Context: an optimization exercise on an open-source flow, tuned for small area and a short achievable clock period. The choices shown serve that exercise and are no tape-out recipe.
At most, simulation tests tie the RTL to the original design; equivalence was not proved.
Function not checked in run 2: the RTL went through the layout flow alone.
Power and IR drop assume default switching activity.

==> flow/design.v <==
module mips_regfile_wb_cell #(
    parameter int               WIDTH   = 32,
    parameter logic [WIDTH-1:0] RST_VAL = '0
) (
    input  logic             clk,
    input  logic             rst_n,
    input  logic             ld_i,
    input  logic [WIDTH-1:0] d_i,
    output logic [WIDTH-1:0] q_o
);
    logic [WIDTH-1:0] val_q, val_d;
    always_comb val_d = ld_i ? d_i : val_q;
    always_ff @(posedge clk) begin
        if (!rst_n) val_q <= RST_VAL;
        else        val_q <= val_d;
    end
    assign q_o = val_q;
endmodule
module mips_regfile_wb #(
    parameter int               WIDTH   = 32,
    parameter logic [WIDTH-1:0] SP_INIT = 32'h0000_3FFC,
    parameter logic [WIDTH-1:0] GP_INIT = 32'h0000_1800,
    parameter bit               BYPASS  = 1'b1
) (
    input  logic             clk,
    input  logic             rst_n,
    input  logic             we,
    input  logic [4:0]       waddr,
    input  logic [WIDTH-1:0] wdata,
    input  logic [4:0]       raddr1,
    input  logic [4:0]       raddr2,
    output logic [WIDTH-1:0] rdata1,
    output logic [WIDTH-1:0] rdata2,
    output logic [15:0]      wr_count
);
    logic [WIDTH-1:0] regs [32];
    logic [31:1]      ld;
    logic [15:0]      wr_count_q, wr_count_d;
    logic [4:0]       ra [2];
    logic [WIDTH-1:0] rd [2];
    assign regs[0] = '0;
    for (genvar i = 1; i < 32; i++) begin : g_reg
        localparam logic [WIDTH-1:0] RV = (i == 29) ? SP_INIT :
                                          (i == 28) ? GP_INIT : '0;
        assign ld[i] = we && (waddr == 5'(i));
        mips_regfile_wb_cell #(.WIDTH(WIDTH), .RST_VAL(RV)) u_cell (
            .clk   (clk),
            .rst_n (rst_n),
            .ld_i  (ld[i]),
            .d_i   (wdata),
            .q_o   (regs[i])
        );
    end
    always_comb begin
        wr_count_d = wr_count_q;
        if (|ld) wr_count_d = wr_count_q + 16'd1;
    end
    always_ff @(posedge clk) begin
        if (!rst_n) wr_count_q <= '0;
        else        wr_count_q <= wr_count_d;
    end
    assign ra[0] = raddr1;
    assign ra[1] = raddr2;
    for (genvar p = 0; p < 2; p++) begin : g_rd
        always_comb begin
            rd[p] = regs[ra[p]];
            if (ra[p] == 5'd0)
                rd[p] = '0;
            else if (BYPASS && we && (waddr == ra[p]))
                rd[p] = wdata;
        end
    end
    assign rdata1   = rd[0];
    assign rdata2   = rd[1];
    assign wr_count = wr_count_q;
endmodule
==> flow/run.sh <==
#!/bin/bash
# synth_recipe.tcl (not shown) runs the flow's synth.tcl, then flattens the netlist and writes it again
# the make line also repeats each setting of config.mk as NAME=value (left out here)
make -C /OpenROAD-flow-scripts/flow DESIGN_CONFIG=/design/flow/config.mk WORK_HOME=/design/flow/orfs CLKGATE_MAP_FILE= SYNTH_SCRIPT=/design/flow/synth_recipe.tcl finish
==> flow/config.mk <==
export PLATFORM = sky130hd
export DESIGN_NAME = mips_regfile_wb
export DESIGN_NICKNAME = mips_regfile_wb
export VERILOG_FILES = /design/flow/design.v
export SDC_FILE = /design/flow/constraint.sdc
export NUM_CORES = 4
export LEC_CHECK = 0
export CAP_MARGIN = 40
export CORE_MARGIN = 2
export CORE_UTILIZATION = 40
export SLEW_MARGIN = 40
==> flow/constraint.sdc <==
create_clock -name core_clock -period 8.0 [get_ports {clk}]
set_input_delay 1.6000 -clock core_clock [delete_from_list [all_inputs] [get_ports {clk}]]
set_output_delay 1.6000 -clock core_clock [all_outputs]
set_load 0.01 [all_outputs]
==> reports/results.env, run 1 <==
OUTCOME='complete, no violations'
CRIT_PATH_END_KIND='primary output'
TIGHTESTPINTRANSITION_PS=1061
WORST_SETUP_PATH_START_KIND='input pin'
CRIT_PATH_MAX_INCR_DELAY_PS=730
CTS_HOLD_REPAIR.BUFFERS=0
FINAL_NETS=6738
FIRST_ITER_VIOLATIONS=13077
FINALWORSTSETUPSLACK_PS=553.6
SETUP_VIOL=0
HEIGHT_OF_THE_DIE_UM=363.8
DIE_AREA_MM2=0.1324
DRV.MAX_CAP_VIOLATION_COUNT=0
INITIAL_ANTENNA_VIOLATION_COUNT=45
CTS_MADE_BUFFERS=114
TIMING.HOLD.WORST.START='g_reg[5].u_cell.val_q[18]'
REG2REGPATHDEPTH=6
NUM_VIAS=61555
WORST-PATH-MAX-FANOUT=25
DIE_X_UM=363.8
CLOCK_PATH_BUFFERS=3
MAX_SLEW_MARGIN=0.2925
FIN_SETUP_TNS_PS=0
CELL_ROWS=132
R2R_START='wr_count_q[3]'
ANT_NETS=0
CORE_REGION_MM2=0.1290
DRIVE_GT1_FRAC=0.1036
SYNTH_ASYNC_SR_FLOP_SHARE=0
MAXSLEWVIOLCOUNT=0
GRT_START_MAX_NET_PINS=230
GR-USAGE-MET3=0.2508
VIA_COUNT_OF_THE_FIRST_GLOBAL_ROUTING_PASS=54747
POST-ROUTE-DRC-COUNT=0
SYNTH-SEQ-CELLS=1008
H-TREE-DEPTH=3
PLACEDCELLCOUNT=8306
ALL_LAYER_GR_USAGE=0.5203
DRT-VIAS-PER-INSTANCE=7.178
SYNTH-EDFF-COUNT=0
TIMING.SETUP.CRITICAL_PATH_CLASS='in2out'
SYNTH_CELL_TYPES=72
ROUTE.FINAL.WIRE_LENGTH_UM=356000
UTILIZATION=0.4720
YOSYS_SYNTHESIS_WARNING_COUNT=10
REGTOREGSETUPSLACK_PS=6110
RR_ENDPOINT='wr_count_q[15]'
SYNTH.AVG_CELL_AREA_UM2=7.581
DETAIL_ROUTE.WL_PER_CELL_UM=41.52
GP_ROUTABILITY_CONGESTION=1.057
GRT.MET2_USAGE=0.6797
GRT_PASS1_WL_UM=473000
TOTAL_ITERATIONS_OF_THE_FIRST_DETAILED_ROUTING_RUN=10
FINALHOLDVIOLATIONS=0
TIMING.FMAX_GHz=0.1343
CP.ARRIVAL_PS=5850
SYNTH.YOSYS.SEQ_AREA_SHARE=0.3896
P_PER_AREA_mW_PER_MM2=192.3
NETLIST_AREA_PRE_PLACE_MM2=0.05180
FINAL.SETUP_SKEW_PS=19.28
NETLIST_INSTANCES=6832
GRT_REMAINING_OVERFLOW=0
PERIOD_UTILIZATION=0.9308
CELL_CHAIN_CRITICAL_PATH='buf_2 > or2_1 > nor2_4 > buf_4 > a221oi_1 > nand3_1 > nor4_1 > o21ai_1 > clkdlybuf4s50_1'
POST-DP-HPWL_UM=217500
MET1_USAGE=0.6514
AREA.GROWTH.SYNTH_TO_FINAL_PCT=17.54
HOLD_PATH.CLASS='reg2reg'
SYNTHESIZED_NETLIST_NET_COUNT=6883
CRIT_SLOWEST_CELL='or2_1'
CLK_PIN_SLEW_PS=70
HOLD_DEPTH=2
NUM_IO_PINS=130
CTS_TREE='yes'
GLOBAL_ROUTE.PEAK_USAGE_LAYER='met2'
RSZ0062_AT_GRT='false'
HOLDPATHEND='g_reg[5].u_cell.val_q[18]'
FINAL_PERIOD_DEMAND_OF_THE_WORST_PATH_PS=7446
REPORT.POWER.TOTAL_W=0.01171
CLK-INSERTION-DELAY-LATE_PS=820
FINAL_CELL_COUNT_NO_FILL=8576
FILLERINSTANCES=12498
CTSROOTBUFFERMASTER='clkbuf_16'
STATIC-LEAKAGE-POWER_nW=20.51
PORTBUFFERS=129
CTS.REPAIR.RESIZED=0
INITIAL_CORE_UTIL=0.4016
TRITONCTS_NUM_SINKS=1008
POST_PLACE_WORST_SLACK_PS=998.1
WORSTPATHREQUIRED_PS=6400
CTS_SETUP_BUFFERS=0
YS_DOMINANT_REG_CELL='dfxtp_1'
VDD_DROP_MAX_V=0.0001951
## cell families after synthesis
kind of cell	synth area share
and+or+nand+nor	0.2649
AOI/OAI and AO/OA	0.2839
DFF	0.3896
buffers and inverters	0.05537
xor gates and xnor gates	0.003551
muxes	0.002416
adders and majority gates	0.0002415
## worst max-delay path by stage
stage	startpoint	to	cells after the start
2_1_floorplan	raddr1[3]	rdata1[21]	9
5_1_grt	raddr2[1]	rdata2[29]	9
6_report	raddr2[1]	rdata2[23]	9
3_3_place_gp	raddr2[1]	rdata2[31]	8
4_1_cts	raddr2[1]	rdata2[23]	9
3_5_place_dp	raddr2[1]	rdata2[23]	9
## through the flow
step | area [um^2] | hold slack (ps)
global placement | 55400 | 457.9
detailed placement | 56720 | 458.9
CTS | 60550 | 467.5
finish | 60880 | 469.8
global route | 60770 | 497.6
floorplan | 51800 | 443.5
## flip-flops by register name, summed over array words and instances, names as in the netlist
name,flops
g.u_cell.val_q,992
wr_count_q,16
## power breakdown
group	total, W	switching [W]	internal [W]	leakage [nW]
registers	0.00510	0.0000439	0.00506	8.13
logic	0.00103	0.000765	0.000266	10.5
clock network	0.00557	0.00244	0.00313	1.86
## cell type report
cell class                 count  area, um^2  share of cell area
tap                         1742        2180             0.03580
antenna                       49       122.6            0.002014
sequential                  1008       20180              0.3315
timing repair buffer         432        4598             0.07553
clock buffer                 153        3162             0.05194
inverter                       5       18.77           0.0003083
multi-input combinational   5126       29950              0.4919
clock inverter                61       670.6             0.01102
## cell usage after synthesis (all sizes together), types with 51 or more instances
cell type  instances  area (um^2)
a2111oi          106        942.2
a21boi           986         7402
a21oi             51        255.2
a22oi            624         4684
and3             331         2076
buf              129        699.4
clkbuf           564         2150
dfxtp           1008        20180
nand2           2170         8150
nand3            143        715.7
nand4            135        844.6
nor2             111        476.7
nor4              60        396.6
o21ai            132        660.6
## routing by layer
metal | part of all wire | wire, um
met1 | 0.36 | 127800
met2 | 0.37 | 133000
met3 | 0.17 | 60650
met4 | 0.096 | 34260
met5 | 0.0010 | 366
## worst max-delay path, delay by kind of cell
family                 cells  cell delay (ps)
AOI/OAI and AO/OA          2              760
buffers and inverters      3             1600
and+or+nand+nor            4             1800
## cell usage in the layout, fill, tap and decap left out, types with 12 or more instances in the layout
| master | count |
|---|---|
| a2111oi_0 | 103 |
| a21boi_0 | 985 |
| a21oi_1 | 51 |
| a221oi_1 | 23 |
| a22oi_1 | 624 |
| a31oi_1 | 14 |
| and2_1 | 16 |
| and3_1 | 329 |
| buf_12 | 21 |
| buf_16 | 32 |
| buf_2 | 12 |
| buf_4 | 220 |
| buf_8 | 20 |
| clkbuf_1 | 25 |
| clkbuf_16 | 116 |
| clkbuf_8 | 12 |
| clkdlybuf4s50_1 | 116 |
| clkinv_2 | 28 |
| clkinvlp_4 | 12 |
| dfxtp_1 | 1008 |
| diode_2 | 49 |
| nand2_1 | 2144 |
| nand2_8 | 16 |
| nand3_1 | 135 |
| nand4_1 | 135 |
| nand4b_1 | 13 |
| nor2_1 | 14 |
| nor2_4 | 91 |
| nor3_1 | 19 |
| nor4_1 | 57 |
| o21ai_0 | 73 |
| o21ai_1 | 59 |
| xnor2_1 | 14 |
==> run 2: changes to the inputs <==
==> flow/design.v (replaced) <==
module mips_rf_ao22 (input logic a1, a2, b1, b2, output logic y);
    assign y = (a1 & a2) | (b1 & b2);
endmodule
module mips_rf_ao221 (input logic a1, a2, b1, b2, c, output logic y);
    assign y = (a1 & a2) | (b1 & b2) | c;
endmodule
module mips_rf_aoi222 (input logic a1, a2, b1, b2, c1, c2, output logic y);
    assign y = ~((a1 & a2) | (b1 & b2) | (c1 & c2));
endmodule
module mips_rf_aoi22 (input logic a1, a2, b1, b2, output logic y);
    assign y = ~((a1 & a2) | (b1 & b2));
endmodule
module mips_rf_rdbit (
    input  logic [31:0] sel,
    input  logic [31:0] d,       
    output logic        y
);
    logic [10:0] n;
    for (genvar k = 0; k < 10; k++) begin : g_aoi
        mips_rf_aoi222 u (.a1(sel[3*k]),   .a2(d[3*k]),
                          .b1(sel[3*k+1]), .b2(d[3*k+1]),
                          .c1(sel[3*k+2]), .c2(d[3*k+2]), .y(n[k]));
    end
    mips_rf_aoi22 u_last (.a1(sel[30]), .a2(d[30]), .b1(sel[31]), .b2(d[31]), .y(n[10]));
    assign y = ~&n;
endmodule
module mips_rf_rdec (
    input  logic [4:0]  ra,
    input  logic [31:1] wdec,    
    output logic [31:0] sel
);
    always_comb begin
        sel[0] = 1'b0;
        for (int i = 1; i < 32; i++) begin
            sel[i] = (ra == 5'(i)) & ~wdec[i];
            sel[0] = sel[0] | ((ra == 5'(i)) & wdec[i]);
        end
    end
endmodule
module mips_regfile_wb (
    input  logic        clk,
    input  logic        rst_n,
    input  logic        we,
    input  logic [4:0]  waddr,
    input  logic [31:0] wdata,
    input  logic [4:0]  raddr1,
    input  logic [4:0]  raddr2,
    output logic [31:0] rdata1,
    output logic [31:0] rdata2,
    output logic [15:0] wr_count
);
    localparam logic [31:0] SP_INIT = 32'h0000_3FFC;
    localparam logic [31:0] GP_INIT = 32'h0000_1800;
    logic [31:0] regs [32];
    logic [31:0] regs_d [32];
    logic [31:1] wdec, ldr, hold;
    logic [15:0] wr_count_q;
    always_comb begin
        for (int i = 1; i < 32; i++) wdec[i] = we && (waddr == 5'(i));
    end
    assign ldr  = {31{rst_n}} & wdec;
    assign hold = {31{rst_n}} & ~wdec;
    assign regs[0]   = '0;
    assign regs_d[0] = '0;
    for (genvar i = 1; i < 32; i++) begin : g_reg
        localparam logic [31:0] RV = (i == 29) ? SP_INIT :
                                     (i == 28) ? GP_INIT : '0;
        for (genvar b = 0; b < 32; b++) begin : g_bit
            if (RV[b]) begin : g_set
                mips_rf_ao221 u (.a1(ldr[i]), .a2(wdata[b]), .b1(hold[i]), .b2(regs[i][b]),
                                 .c(~rst_n), .y(regs_d[i][b]));
            end else begin : g_clr
                mips_rf_ao22 u (.a1(ldr[i]), .a2(wdata[b]), .b1(hold[i]), .b2(regs[i][b]),
                                .y(regs_d[i][b]));
            end
        end
        always_ff @(posedge clk) regs[i] <= regs_d[i];
    end
    always_ff @(posedge clk) begin
        if (!rst_n)               wr_count_q <= '0;
        else if (we && waddr != 0) wr_count_q <= wr_count_q + 16'd1;
    end
    assign wr_count = wr_count_q;
    logic [31:0] sel1, sel2;
    mips_rf_rdec u_rdec1 (.ra(raddr1), .wdec(wdec), .sel(sel1));
    mips_rf_rdec u_rdec2 (.ra(raddr2), .wdec(wdec), .sel(sel2));
    for (genvar b = 0; b < 32; b++) begin : g_rd
        logic [31:0] col;
        assign col[0] = wdata[b];
        for (genvar i = 1; i < 32; i++) begin : g_col
            assign col[i] = regs[i][b];
        end
        mips_rf_rdbit u_rd1 (.sel(sel1), .d(col), .y(rdata1[b]));
        mips_rf_rdbit u_rd2 (.sel(sel2), .d(col), .y(rdata2[b]));
    end
endmodule
--- a/flow/config.mk
+++ b/flow/config.mk
@@ -11 +11,2 @@
 export SLEW_MARGIN = 40
+export SYNTH_HIERARCHICAL = 1
==> run 2 against run 1 <==
Flip-flop and latch count unchanged. Power down 6.2%. Combinational power down about 30%. First-iteration DRC count down 30%. Utilization up 2.4 points. Largest cell class unchanged.
==> reports/results.env, run 2 <==
REG.LARGEST.LIST='regs (992), wr_count_q (16)'
VIA_COUNT_OF_THE_FIRST_GLOBAL_ROUTING_PASS=38885  # -29%
WORST-PATH-MAX-FANOUT=24  # -4.0%
ANT_NETS=0  # unchanged
FINAL_NETS=3824  # -43%
INITIAL_ANTENNA_VIOLATION_COUNT=6  # -87%
FINAL.SETUP_SKEW_PS=3.837  # -15.44 ps
HOLD_PATH.CLASS='reg2reg'
GRT_REMAINING_OVERFLOW=0  # unchanged
FINAL_PERIOD_DEMAND_OF_THE_WORST_PATH_PS=7696  # +249.2 ps
CTS_MADE_BUFFERS=103  # -9.6%
DETAIL_ROUTE.WL_PER_CELL_UM=39.28  # -5.4%
OUTCOME='complete, no violations'
PERIOD_UTILIZATION=0.9619  # +0.03115
CELL_ROWS=115  # -13%
STATIC-LEAKAGE-POWER_nW=17.37  # -15%
CTS_HOLD_REPAIR.BUFFERS=0  # unchanged
NUM_VIAS=41570  # -32%
LARGEST_REGISTER_FFS=992  # unchanged
NETLIST_AREA_PRE_PLACE_MM2=0.03997  # -23%
ROUTE.FINAL.WIRE_LENGTH_UM=202000  # -43%
POST-ROUTE-DRC-COUNT=0  # unchanged
FILLERINSTANCES=8832  # -29%
FIRST_ITER_VIOLATIONS=9170  # -30%
YOSYSTOPAREACELLSHARE=0.5049  # +0.1153
TIMING.FMAX_GHz=0.1299  # -3.2%
NETLIST_INSTANCES=3366  # -51%
P_PER_AREA_mW_PER_MM2=224.1  # +17%
SYNTH.YOSYS.SEQ_AREA_SHARE=0.5049  # +0.1153
SYNTH-EDFF-COUNT=0  # unchanged
POST_SYNTH_TOP_AREA_CELL='dfxtp_1'
CRIT_PATH_END_KIND='primary output'
SYNTH_CELL_TYPES=61  # -15%
DIE_AREA_MM2=0.1025  # -23%
CTS.REPAIR.RESIZED=0  # unchanged
MAXSLEWVIOLCOUNT=0  # unchanged
WORST_SETUP_PATH_START_KIND='input pin'
YS_TOP_CELLS_BY_COUNT='1008 x dfxtp_1, 978 x a22o_1, 640 x a222oi_1'
MAX_SLEW_MARGIN=0.3912  # +0.09877
TOP_COUNT_CELL_POST_SYNTH='dfxtp_1'
HEIGHT_OF_THE_DIE_UM=320.1  # -12%
TRITONCTS_NUM_SINKS=1008  # unchanged
SYNTH.TOP_CELLS.BY_AREA='dfxtp_1 50%, a22o_1 21%, a222oi_1 16%'
CTSROOTBUFFERMASTER='clkbuf_16'
INITIAL_CORE_UTIL=0.4049  # +0.003339
DRT-VIAS-PER-INSTANCE=8.084  # +13%
CLOCK_PATH_BUFFERS=3  # unchanged
AREA.GROWTH.SYNTH_TO_FINAL_PCT=22.60
SYNTH_ASYNC_SR_FLOP_SHARE=0  # unchanged
REPORT.POWER.TOTAL_W=0.01098  # -6.2%
CTS_SETUP_BUFFERS=0  # unchanged
DRV.MAX_CAP_VIOLATION_COUNT=0  # unchanged
CTS_TREE='yes'
PORTBUFFERS=129  # unchanged
TOTAL_ITERATIONS_OF_THE_FIRST_DETAILED_ROUTING_RUN=14  # +4
CORE_REGION_MM2=0.09871  # -23%
LAYOUT_COMMONEST_CELL='dfxtp_1'
SYNTH-SEQ-CELLS=1008  # unchanged
SETUP_VIOL=0  # unchanged
SYNTH.AVG_CELL_AREA_UM2=11.87  # +57%
YOSYS_SYNTHESIS_WARNING_COUNT=12  # +2
ALL_LAYER_GR_USAGE=0.3763  # -0.1440
SYNTHESIZED_NETLIST_NET_COUNT=3417  # -50%
FINALHOLDVIOLATIONS=0  # unchanged
GRT_PASS1_WL_UM=285100  # -40%
CLK-INSERTION-DELAY-LATE_PS=640  # -180 ps
CP.ARRIVAL_PS=6100  # +250 ps
GRT_START_MAX_NET_PINS=55  # -76%
WORSTPATHREQUIRED_PS=6400  # about the same
VDD_DROP_MAX_V=0.0001648  # -16%
RSZ0062_AT_GRT='false'
NUM_IO_PINS=130  # unchanged
TIGHTESTPINTRANSITION_PS=909.8  # -151.5 ps
TIMING.SETUP.CRITICAL_PATH_CLASS='in2out'
DIE_X_UM=320.1  # -12%
GP_ROUTABILITY_CONGESTION=1.007  # -4.7%
FIN_SETUP_TNS_PS=0  # unchanged
HOLD_WS_PS=485.7  # +15.96 ps
DRIVE_GT1_FRAC=0.1563  # +0.05267
POST-DP-HPWL_UM=115000  # -47%
H-TREE-DEPTH=3  # unchanged
MOSTFREQUENTLAYOUTCELLS='1008 x dfxtp_1, 978 x a22o_1, 640 x a222oi_1'
MAX_FLOP_REGISTER='regs'
CLK_PIN_SLEW_PS=50  # -20 ps
YS_DOMINANT_REG_CELL='dfxtp_1'
[run 2: kinds of logic (layout without fill, tap and decap cells)]
logic type,count (synthesis),count (layout),share of synthesized area
DFF,1008,1008,0.5049
other,0,3,0
AOI/OAI and AO/OA,1763,1763,0.4109
and+or+nand+nor,531,531,0.07348
adders and majority gates,1,1,0.0003130
muxes,11,11,0.002880
xor gates and xnor gates,4,4,0.0008767
buffers and inverters,48,534,0.006606
[run 2: stage by stage]
step	std cells	cell area (um^2)	utilization	setup WS [ps]
finish	5142	49000	0.4964	304.4
global route	5140	48990	0.4964	112.2
CTS	5139	48960	0.4961	500.0
detailed placement	4955	45370	0.4596	508.6
global placement	4938	44980	0.4557	551.3
floorplan	3366	39970	-	416.1
[run 2: layer usage]
layer  global-route usage  wire [um]  share of wire
met1               0.4881      74910           0.37
met2               0.5312      81220           0.40
met3               0.1414      32400           0.16
met4               0.2183      13370          0.066
met5             0.003310         95        0.00047
[run 2: Yosys stat by module (local to each module, per instance)]
module / copies in the design / cell area, um^2
mips_regfile_wb: 1 / 21190
mips_rf_aoi22: 64 / 12.51
mips_rf_ao22: 978 / 8.758
mips_rf_rdec: 2 / 673.1
mips_rf_rdbit: 64 / 23.77
mips_rf_ao221: 14 / 10.01
mips_rf_aoi222: 640 / 10.01
[run 2: path summary, 6_finish.rpt]
kind / start / to / slack, ps / depth (start not counted)
setup reg to reg: wr_count_q[8] / wr_count_q[14] / 6360 / 4
hold reg to reg: wr_count_q[4] / wr_count_q[4] / 490 / 2
hold / removal: wr_count_q[4] / wr_count_q[4] / 490 / 2
setup / recovery: we / rdata1[31] / 300 / 9
[run 2: layout make-up]
cell class	count	area (um^2)	area share
Multi-Input combinational cell	2310	20340	0.4150
Sequential cell	1008	20180	0.4118
Timing Repair Buffer	341	3228	0.06588
Clock buffer	139	2893	0.05904
Tap cell	1287	1610	0.03286
Clock inverter	45	705.7	0.01440
Inverter	9	38.79	0.0007916
Antenna cell	3	7.507	0.0001532
[run 2: where the power goes]
part / switching, W / total [W] / internal [W]
combinational: 0.000542 / 0.000721 / 0.000179
clock: 0.00214 / 0.00516 / 0.00302
sequential: 0.0000348 / 0.00510 / 0.00506
[run 2: worst max-delay path: stages]
cell             delay, ps
clkdlybuf4s50_1        660
nand3_1                450
nor2_1                 840
nor3_4                 240
buf_4                  350
a222oi_1               690
nand4_1                150
or3_1                  500
clkdlybuf4s50_1        530
==> run 3: changes to the inputs <==
--- a/flow/design.v
+++ b/flow/design.v
@@ -12,2 +12,26 @@
 endmodule
+module mips_rf_nand4 (input logic a, b, c, d, output logic y);
+    assign y = ~(a & b & c & d);
+endmodule
+module mips_rf_nand3 (input logic a, b, c, output logic y);
+    assign y = ~(a & b & c);
+endmodule
+module mips_rf_nand2 (input logic a, b, output logic y);
+    assign y = ~(a & b);
+endmodule
+module mips_rf_nor3 (input logic a, b, c, output logic y);
+    assign y = ~(a | b | c);
+endmodule
+module mips_rf_nor2 (input logic a, b, output logic y);
+    assign y = ~(a | b);
+endmodule
+module mips_rf_or3 (input logic a, b, c, output logic y);
+    assign y = a | b | c;
+endmodule
+module mips_rf_xnor2 (input logic a, b, output logic y);
+    assign y = ~(a ^ b);
+endmodule
+module mips_rf_inv (input logic a, output logic y);
+    assign y = ~a;
+endmodule
 module mips_rf_rdbit (
@@ -18,2 +42,3 @@
     logic [10:0] n;
+    logic [2:0]  t;
     for (genvar k = 0; k < 10; k++) begin : g_aoi
@@ -24,3 +49,6 @@
     mips_rf_aoi22 u_last (.a1(sel[30]), .a2(d[30]), .b1(sel[31]), .b2(d[31]), .y(n[10]));
-    assign y = ~&n;
+    mips_rf_nand4 u_t0 (.a(n[0]), .b(n[1]), .c(n[2]),  .d(n[3]), .y(t[0]));
+    mips_rf_nand4 u_t1 (.a(n[4]), .b(n[5]), .c(n[6]),  .d(n[7]), .y(t[1]));
+    mips_rf_nand3 u_t2 (.a(n[8]), .b(n[9]), .c(n[10]),           .y(t[2]));
+    mips_rf_or3   u_y  (.a(t[0]), .b(t[1]), .c(t[2]), .y(y));
 endmodule
@@ -28,12 +56,28 @@
     input  logic [4:0]  ra,
-    input  logic [31:1] wdec,    
+    input  logic [4:0]  waddr,
+    input  logic        wv,
+    input  logic [31:1] wdec,
     output logic [31:0] sel
 );
-    always_comb begin
-        sel[0] = 1'b0;
-        for (int i = 1; i < 32; i++) begin
-            sel[i] = (ra == 5'(i)) & ~wdec[i];
-            sel[0] = sel[0] | ((ra == 5'(i)) & wdec[i]);
-        end
+    logic [4:0] na, eq;
+    logic [3:0] nlo;
+    logic [7:0] nhi;
+    logic [1:0] ne;
+    for (genvar k = 0; k < 5; k++) begin : g_inv
+        mips_rf_inv u (.a(ra[k]), .y(na[k]));
+        mips_rf_xnor2 u_eq (.a(ra[k]), .b(waddr[k]), .y(eq[k]));
     end
+    for (genvar k = 0; k < 4; k++) begin : g_lo
+        mips_rf_nand2 u (.a(k[0] ? ra[0] : na[0]), .b(k[1] ? ra[1] : na[1]), .y(nlo[k]));
+    end
+    for (genvar k = 0; k < 8; k++) begin : g_hi
+        mips_rf_nand3 u (.a(k[0] ? ra[2] : na[2]), .b(k[1] ? ra[3] : na[3]),
+                         .c(k[2] ? ra[4] : na[4]), .y(nhi[k]));
+    end
+    for (genvar i = 1; i < 32; i++) begin : g_sel
+        mips_rf_nor3 u (.a(nlo[i % 4]), .b(nhi[i / 4]), .c(wdec[i]), .y(sel[i]));
+    end
+    mips_rf_nand3 u_ne0 (.a(eq[0]), .b(eq[1]), .c(eq[2]), .y(ne[0]));
+    mips_rf_nand3 u_ne1 (.a(eq[3]), .b(eq[4]), .c(wv),    .y(ne[1]));
+    mips_rf_nor2  u_byp (.a(ne[0]), .b(ne[1]), .y(sel[0]));
 endmodule
@@ -56,2 +100,3 @@
     logic [31:1] wdec, ldr, hold;
+    logic        wv;
     logic [15:0] wr_count_q;
@@ -60,2 +105,3 @@
     end
+    assign wv   = we && (waddr != 5'd0);
     assign ldr  = {31{rst_n}} & wdec;
@@ -79,4 +125,4 @@
     always_ff @(posedge clk) begin
-        if (!rst_n)               wr_count_q <= '0;
-        else if (we && waddr != 0) wr_count_q <= wr_count_q + 16'd1;
+        if (!rst_n)  wr_count_q <= '0;
+        else if (wv) wr_count_q <= wr_count_q + 16'd1;
     end
@@ -84,4 +130,4 @@
     logic [31:0] sel1, sel2;
-    mips_rf_rdec u_rdec1 (.ra(raddr1), .wdec(wdec), .sel(sel1));
-    mips_rf_rdec u_rdec2 (.ra(raddr2), .wdec(wdec), .sel(sel2));
+    mips_rf_rdec u_rdec1 (.ra(raddr1), .waddr(waddr), .wv(wv), .wdec(wdec), .sel(sel1));
+    mips_rf_rdec u_rdec2 (.ra(raddr2), .waddr(waddr), .wv(wv), .wdec(wdec), .sel(sel2));
     for (genvar b = 0; b < 32; b++) begin : g_rd
--- a/flow/config.mk
+++ b/flow/config.mk
@@ -9,3 +9,6 @@
 export CORE_MARGIN = 2
-export CORE_UTILIZATION = 40
+export CORE_UTILIZATION = 30
+export CTS_CLUSTER_DIAMETER = 80
+export CTS_CLUSTER_SIZE = 30
+export SETUP_SLACK_MARGIN = 3.0
 export SLEW_MARGIN = 40
==> run 3 against run 2 <==
Clock power shrank 43%. Clock-buffer cell count fell by 90. First-iteration DRC count up 14%. Fmax grew 28%. Non-clock buffer count up 177. Die area increased by 31%. Worst hold slack lost 5.3 ps. Combinational power grew 4.4%. Sequential power about the same. Critical endpoint is now rdata1[1]. Largest cell class unchanged. Largest power group is now sequential cells.
==> reports/results.env, run 3 <==
HEIGHT_OF_THE_DIE_UM=366.8  # +15%
ROUTE.FINAL.WIRE_LENGTH_UM=198300  # -1.8%
NETLIST_INSTANCES=3269  # -2.9%
YS_TOP_CELLS_BY_COUNT='1008 x dfxtp_1, 978 x a22o_1, 640 x a222oi_1'
HOLD_DEPTH=2  # unchanged
OUTCOME='complete, no violations'
WORSTPATHREQUIRED_PS=6400  # about the same
AREA.GROWTH.SYNTH_TO_FINAL_PCT=26.60
R2R_START='wr_count_q[0]'
LAYOUT_COMMONEST_CELL='dfxtp_1'
GRT_PASS1_WL_UM=276100  # -3.1%
POST-ROUTE-DRC-COUNT=0  # unchanged
ANT_NETS=0  # unchanged
TIMING.HOLD.WORST.START='wr_count_q[4]'
TOTAL_ITERATIONS_OF_THE_FIRST_DETAILED_ROUTING_RUN=14  # unchanged
STATIC-LEAKAGE-POWER_nW=17.50  # +0.76%
CORE_REGION_MM2=0.1311  # +33%
GRT_REMAINING_OVERFLOW=0  # unchanged
HOLD_WS_PS=480.5  # -5.267 ps
POST_PLACE_WORST_SLACK_PS=477.4  # -31.11 ps
FILLERINSTANCES=12610  # +43%
DRT-VIAS-PER-INSTANCE=7.337  # -9.2%
YS_DOMINANT_REG_CELL='dfxtp_1'
FINALWORSTSETUPSLACK_PS=2008  # +1703 ps
TIMING.FMAX_GHz=0.1669  # +28%
HOLD_PATH.CLASS='reg2reg'
MULTI_INPUT_AREA_MM2=0.02102  # +3.3%
PORTBUFFERS=129  # unchanged
P_PER_AREA_mW_PER_MM2=175.4  # -22%
SYNTH.TOP_CELLS.BY_AREA='dfxtp_1 51%, a22o_1 22%, a222oi_1 16%'
CTS_MADE_BUFFERS=45  # -56%
SYNTH_CELL_TYPES=39  # -36%
MAX_FLOP_REGISTER='regs'
DIE_X_UM=366.8  # +15%
WL_MET2_UM=81240  # about the same
MAXSLEWVIOLCOUNT=0  # unchanged
NUM_IO_PINS=130  # unchanged
POST_ROUTE_M1_WL_UM=72660  # -3.0%
FINALHOLDVIOLATIONS=0  # unchanged
FIN_SETUP_TNS_PS=0  # unchanged
GRT_START_MAX_NET_PINS=62  # +13%
CLK-INSERTION-DELAY-LATE_PS=650  # about the same
DPL_CELL_AREA_MM2=0.04582  # +1.0%
CRIT_PATH_END_KIND='primary output'
TOPROUTINGLAYERUSED='met5'
YOSYSTOPAREACELLSHARE=0.5109  # +0.006031
DRIVE_GT1_FRAC=0.2298  # +0.07349
TOP_COUNT_CELL_POST_SYNTH='dfxtp_1'
RR_ENDPOINT='wr_count_q[10]'
INITIAL_CORE_UTIL=0.3012  # -0.1037
SYNTH.YOSYS.SEQ_AREA_SHARE=0.5109  # +0.006031
CELL_ROWS=133  # +16%
WORST-PATH-MAX-FANOUT=8  # -67%
SYNTH-SEQ-CELLS=1008  # unchanged
FINAL.SETUP_SKEW_PS=19.37  # +15.54 ps
FINAL_PERIOD_DEMAND_OF_THE_WORST_PATH_PS=5992  # -1703 ps
REGTOREGSETUPSLACK_PS=6380  # +20 ps
NETLIST_AREA_PRE_PLACE_MM2=0.03949  # -1.2%
PERIOD_UTILIZATION=0.7490  # -0.2129
NUM_VIAS=41089  # -1.2%
DRV.MAX_CAP_VIOLATION_COUNT=0  # unchanged
WORST_SETUP_PATH_START_KIND='input pin'
SYNTHESIZED_NETLIST_NET_COUNT=3320  # -2.8%
CTS_TREE='yes'
RSZ0062_AT_GRT='true'
ALL_LAYER_GR_USAGE=0.2738  # -0.1025
H-TREE-DEPTH=2  # -1
VIA_COUNT_OF_THE_FIRST_GLOBAL_ROUTING_PASS=37582  # -3.4%
YOSYS_SYNTHESIS_WARNING_COUNT=11  # -1
MAX_SLEW_MARGIN=0.4241  # +0.03288
FIRST_ITER_VIOLATIONS=10485  # +14%
TRITONCTS_NUM_SINKS=1008  # unchanged
CLOCK_PATH_BUFFERS=3  # unchanged
TIGHTESTPINTRANSITION_PS=859.1  # -50.64 ps
LARGEST_REGISTER_FFS=992  # unchanged
VDD_DROP_MAX_V=0.0001461  # -11%
FINAL_NETS=3875  # +1.3%
GP_ROUTABILITY_CONGESTION=0.9611  # -4.5%
LAYOUT.CELL_AREA.NON_FILLER_MM2=0.05000  # +2.0%
INITIAL_ANTENNA_VIOLATION_COUNT=13  # +7
SETUP_VIOL=0  # unchanged
WL_MET3_UM=31860  # -1.7%
CTS_HOLD_REPAIR.BUFFERS=0  # unchanged
POST-DP-HPWL_UM=121100  # +5.3%
FF_LATCH_AREA_MM2=0.02018  # unchanged
POST_SYNTH_TOP_AREA_CELL='dfxtp_1'
DETAIL_ROUTE.WL_PER_CELL_UM=35.42  # -9.8%
SYNTH-EDFF-COUNT=0  # unchanged
DIE_AREA_MM2=0.1346  # +31%
TIMING.SETUP.CRITICAL_PATH_CLASS='in2out'
MOSTFREQUENTLAYOUTCELLS='1008 x dfxtp_1, 978 x a22o_1, 640 x a222oi_1'
SYNTH_ASYNC_SR_FLOP_SHARE=0  # unchanged
REG.LARGEST.LIST='regs (992), wr_count_q (16)'
REG2REGPATHDEPTH=4  # unchanged
CP.ARRIVAL_PS=4390  # -1710 ps
CTSROOTBUFFERMASTER='clkbuf_16'
HOLDPATHEND='wr_count_q[4]'
SYNTH.AVG_CELL_AREA_UM2=12.08  # +1.8%
CLK_PIN_SLEW_PS=90  # +40 ps
[run 3: changes by cell type in the layout (fill, tap and decap cells not counted), moves of 57 or more]
| cell | previous run | this run |
|---|---|---|
| buf_6 | 0 | 130 |
| buf_4 | 184 | 267 |
| clkdlybuf4s50_1 | 125 | 44 |
| or3_1 | 70 | 7 |
| or3_4 | 2 | 63 |
| clkbuf_16 | 103 | 46 |
[run 3: final cells by class]
type / count / area share
Clock inverter: 17 / 0.004479
Multi-Input combinational cell: 2237 / 0.4204
Tap cell: 1755 / 0.04392
Clock buffer: 49 / 0.02302
Inverter: 14 / 0.001426
Timing Repair Buffer: 518 / 0.1031
Antenna cell: 2 / 0.0001001
Sequential cell: 1008 / 0.4036
[run 3: power breakdown]
group	internal, W	switching (W)	total, W	leakage (nW)
logic	0.000204	0.000549	0.000753	8.71
clock network	0.00110	0.00182	0.00292	0.665
registers	0.00506	0.0000369	0.00510	8.13
total	0.00637	0.00240	0.00877	17.5
[run 3: logic make-up after synthesis]
logic type / synth area share
AO/OA/AOI/OAI: 0.4077
XOR/XNOR: 0.003105
adder cells (fa/ha/maj): 0.0003168
buffers and inverters: 0.003453
flip-flops: 0.5109
multiplexers: 0.0002535
AND/OR/NAND/NOR: 0.07420
[run 3: timing repair]
item,CTS,global route
pin swaps,326,180
buffers inserted,103,59
setup endpoints to repair,64,64
gates cloned,14,2
gates resized for setup,606,76
[run 3: worst max path at each step]
| stage | cells past startpoint | slack, ps | from | endpoint |
|---|---|---|---|---|
| 2_1_floorplan | 7 | 2790 | we | rdata1[0] |
| 3_3_place_gp | 10 | 480 | waddr[3] | rdata2[1] |
| 3_5_place_dp | 10 | 480 | waddr[3] | rdata2[24] |
| 4_1_cts | 12 | 2180 | waddr[0] | rdata1[4] |
| 5_1_grt | 11 | 1970 | waddr[4] | rdata2[10] |
| 6_report | 12 | 2010 | waddr[3] | rdata1[1] |
[run 3: modules after synthesis, one instance, submodules excluded, a selection]
module | cells | flip-flops and latches | area, um^2
mips_rf_nor3 | 1 | 0 | 10.01
mips_regfile_wb | 1205 | 1008 | 21180
mips_rf_ao221 | 1 | 0 | 10.01
mips_rf_aoi22 | 1 | 0 | 12.51
mips_rf_aoi222 | 1 | 0 | 10.01
mips_rf_nand2 | 1 | 0 | 3.754
mips_rf_xnor2 | 1 | 0 | 8.758
mips_rf_nand3 | 1 | 0 | 5.005
mips_rf_ao22 | 1 | 0 | 8.758
[run 3: per-stage QoR]
| stage | utilization | instances | power (W) |
|---|---|---|---|
| 6_report | 0.3813 | 5600 | 0.008769 |
| 5_1_grt | 0.3813 | 5599 | 0.008938 |
| 4_1_cts | 0.3760 | 5536 | 0.008699 |
| 3_5_place_dp | 0.3495 | 5353 | 0.005830 |
| 3_3_place_gp | 0.3456 | 5315 | 0.005812 |
| 2_1_floorplan | - | 3269 | 0.005412 |
[run 3: worst max-delay path, cell delays in order]
cell and delay (ps):
buf_12 110, nor2b_4 170, nand3_4 180, nor2_4 230
buf_6 140, nor3_4 80, buf_6 160, buf_4 140
a222oi_1 520, nand4_1 420, or3_4 500, buf_6 140
[run 3: metal layers]
| metal | vias up | global-route usage |
|---|---|---|
| li1 | 16314 | - |
| met1 | 20001 | 0.3489 |
| met2 | 3915 | 0.3942 |
| met3 | 849 | 0.1126 |
| met4 | 10 | 0.1405 |
| met5 | - | 0 |

-- port drivers added, routing unchanged --
How much do the figures lean on ideal ports? The routed layouts below were timed once more, with nothing changed but the port constraints. Step 1 (the two cells are an assumption about what drives the block):
set clk [get_ports {clk}]
set_driving_cell -lib_cell sky130_fd_sc_hd__clkbuf_16 $clk
set_driving_cell -lib_cell sky130_fd_sc_hd__buf_2 [delete_from_list [all_inputs] $clk]
Step 2, shift: input delay + t, output delay - t, t = (earliest + latest rising clock arrival at the registers) / 2. This alone moves slack from input paths to output paths. Slacks: ideal / step 1 / step 2; pairs: ideal / step 1.
run	shift t [ns]	slack for setup (ns)	hold WS [ns]	latest minus earliest clock arrival (ns)	pins driven straight from the clock port
run 1	0.898	0.554 / 0.530 / 0.530	0.470 / 0.470 / 0.470	0.040 / 0.040	1
run 2	0.750	0.304 / 0.275 / 0.275	0.486 / 0.486 / 0.486	0.070 / 0.070	1
run 3	0.724	2.008 / 1.940 / 1.940	0.480 / 0.480 / 0.480	0.055 / 0.055	1
After both steps setup and hold are still met in every run listed. For run 3, which loses most, drivers alone change the setup slack by -0.068 ns; drivers and shift together by -0.068 ns.
